Context: an optimization exercise on an open-source flow, tuned for small area and a short achievable clock period. The choices shown serve that exercise and are no tape-out recipe.
RTL that was checked went through simulation tests only; none was proved equivalent to the original.
Power figures rest on the tool's default switching activity, not on a simulated workload.

==> module div_step, before the edit <==
module div_step #(
   parameter int W = 16
) (
   input  logic [W-1:0] t,
   input  logic [W-1:0] d,
   input  logic         hz,
   output logic         fits,
   output logic [W-1:0] rem
);
   localparam int L = (W > 8) ? 4 : (W > 4) ? 3 : (W > 2) ? 2 : 1;
   logic [W-1:0] g [L+1];
   logic [W-1:0] p [L+1];
   logic [W:0]   b;
   always_comb begin
      g[0] = ~t & d;
      p[0] = ~(t ^ d);
      for (int l = 0; l < L; l++) begin
         for (int i = 0; i < W; i++) begin
            if (i >= (1 << l)) begin
               g[l+1][i] = g[l][i] | (p[l][i] & g[l][i-(1<<l)]);
               p[l+1][i] = p[l][i] & p[l][i-(1<<l)];
            end else begin
               g[l+1][i] = g[l][i];
               p[l+1][i] = p[l][i];
            end
         end
      end
      b = {g[L], 1'b0};
      fits = hz & ~b[W];
      rem = t ^ ({W{fits}} & (d ^ b[W-1:0]));
   end
endmodule
clock: 4.0 ns
lec_check: 0
abc_area: 1
cap_margin: 20
core_margin: 2
core_utilization: 40
setup_slack_margin: 1.8
slew_margin: 20
run.sh (not shown) runs the stock make flow with config.mk's settings and CLKGATE_MAP_FILE= SYNTH_SCRIPT=/design/flow/synth_recipe.tcl, a recipe that flattens the netlist after the stock synthesis.
The baseline completed with no timing, DRC or antenna violations.
==> next run, changes <==
--- a/flow/design.v
+++ b/flow/design.v
@@ -93,11 +93,11 @@
    input  logic [W-1:0] d,
    input  logic         hz,
    output logic         fits,
    output logic [W-1:0] rem
 );
-   localparam int L = (W > 8) ? 4 : (W > 4) ? 3 : (W > 2) ? 2 : 1;
+   localparam int L = (W > 1) ? $clog2(W) : 1;
    logic [W-1:0] g [L+1];
    logic [W-1:0] p [L+1];
    logic [W:0]   b;
    always_comb begin
       g[0] = ~t & d;
Outcome: The new run went through all stages and came out clean. Wire length stays the same. Synthesized area does not change. Sequential cell count is unchanged. Core utilization is unchanged. Via count stays the same. Final area stays the same. Die area does not change. Combinational power is about the same. Clock power stays flat. Clock-buffer cell count does not change. Power does not change.
For the second run of this note, only the layout was checked, not whether the RTL still works.

## main
Another version of the RTL of pipelined_div (not shown whole).
Size: roughly 2500 cells after synthesis, about 680 flip-flops, ~69 I/O pins.
==> module div_step, before the edit <==
module div_step #(
   parameter int W = 16
) (
   input  logic [W-1:0] t,
   input  logic [W-1:0] d,
   input  logic         hz,
   output logic         fits,
   output logic [W-1:0] rem
);
   localparam int L = (W > 8) ? 4 : (W > 4) ? 3 : (W > 2) ? 2 : 1;
   logic [W-1:0] g [L+1];
   logic [W-1:0] p [L+1];
   logic [W:0]   b;
   always_comb begin
      g[0] = ~t & d;
      p[0] = ~t | d;
      for (int l = 0; l < L; l++) begin
         for (int i = 0; i < W; i++) begin
            if (i >= (1 << l)) begin
               g[l+1][i] = g[l][i] | (p[l][i] & g[l][i-(1<<l)]);
               p[l+1][i] = p[l][i] & p[l][i-(1<<l)];
            end else begin
               g[l+1][i] = g[l][i];
               p[l+1][i] = p[l][i];
            end
         end
      end
      b = {g[L], 1'b0};
      fits = hz & ~b[W];
      rem = t ^ ({W{fits}} & (d ^ b[W-1:0]));
   end
endmodule
make LEC_CHECK=0 ABC_AREA=1 CAP_MARGIN=20 CORE_MARGIN=2 CORE_UTILIZATION=40 CTS_BUF_LIST='sky130_fd_sc_hd__clkbuf_4 sky130_fd_sc_hd__clkbuf_8' CTS_CLUSTER_SIZE=30 SETUP_SLACK_MARGIN=1.8 SLEW_MARGIN=20 finish   # period 4.0 ns
## Diff of input files: the feature branch against main
diff --git a/flow/design.v b/flow/design.v
--- a/flow/design.v
+++ b/flow/design.v
@@ -99,11 +99,11 @@
    logic [W-1:0] g [L+1];
    logic [W-1:0] p [L+1];
    logic [W:0]   b;
    always_comb begin
       g[0] = ~t & d;
-      p[0] = ~t | d;
+      p[0] = ~(t ^ d);
       for (int l = 0; l < L; l++) begin
          for (int i = 0; i < W; i++) begin
             if (i >= (1 << l)) begin
                g[l+1][i] = g[l][i] | (p[l][i] & g[l][i-(1<<l)]);
                p[l+1][i] = p[l][i] & p[l][i-(1<<l)];
--- outcome ---
Re share of cell area taken by multi-input logic gates: the feature branch and main aren't equal, and the higher value belongs to the feature branch.
The global routing met3 resource utilization on main is in line with that on the feature branch.
Switching portion of total power up 0.51 points in the feature branch wrt main
Status: worst hold slack after final layout parity (the feature branch, main)
Delta(combinational power share, the feature branch - main) > 0
Layout cell share with drive strength beyond 1: the feature branch higher than main
Number of resized instances in the post-cts repair step: the feature branch vs main up about 60%
From main to the feature branch the numbers moved as follows: post-layout total power went up about 6.5%; setup fix buffers added after clock tree synthesis up 33.
The RTL of main was laid out without a check of its function.

[separate check: timing with driven ports]
The flow's constraints put no driver on any port. The routed layouts listed below were extracted and timed again, unchanged, in two steps.
Step 1: set_driving_cell puts a clkbuf_16 on clk and a buf_2 on each other input, an assumption about the parent block.
Step 2, shift: input delay + t, output delay - t, t = (earliest + latest rising clock arrival at the registers) / 2. This alone moves slack from input paths to output paths.
a / b / c = no drivers / after step 1 / after step 2; a / b = the first two.
run	t, ns	setup WS [ns]	pins driven straight from the clock port
the first run of note 1	0.671	1.783 / 1.783 / 1.646	1
the second run of note 1	0.671	1.783 / 1.783 / 1.646	1
main	0.756	1.864 / 1.841 / 1.606	1
the feature branch	0.752	1.818 / 1.818 / 1.311	1
After both steps setup and hold are still met in every run listed. The setup slack of the feature branch, which loses most, moves by 0.000 ns with the drivers and by -0.507 ns with both steps.
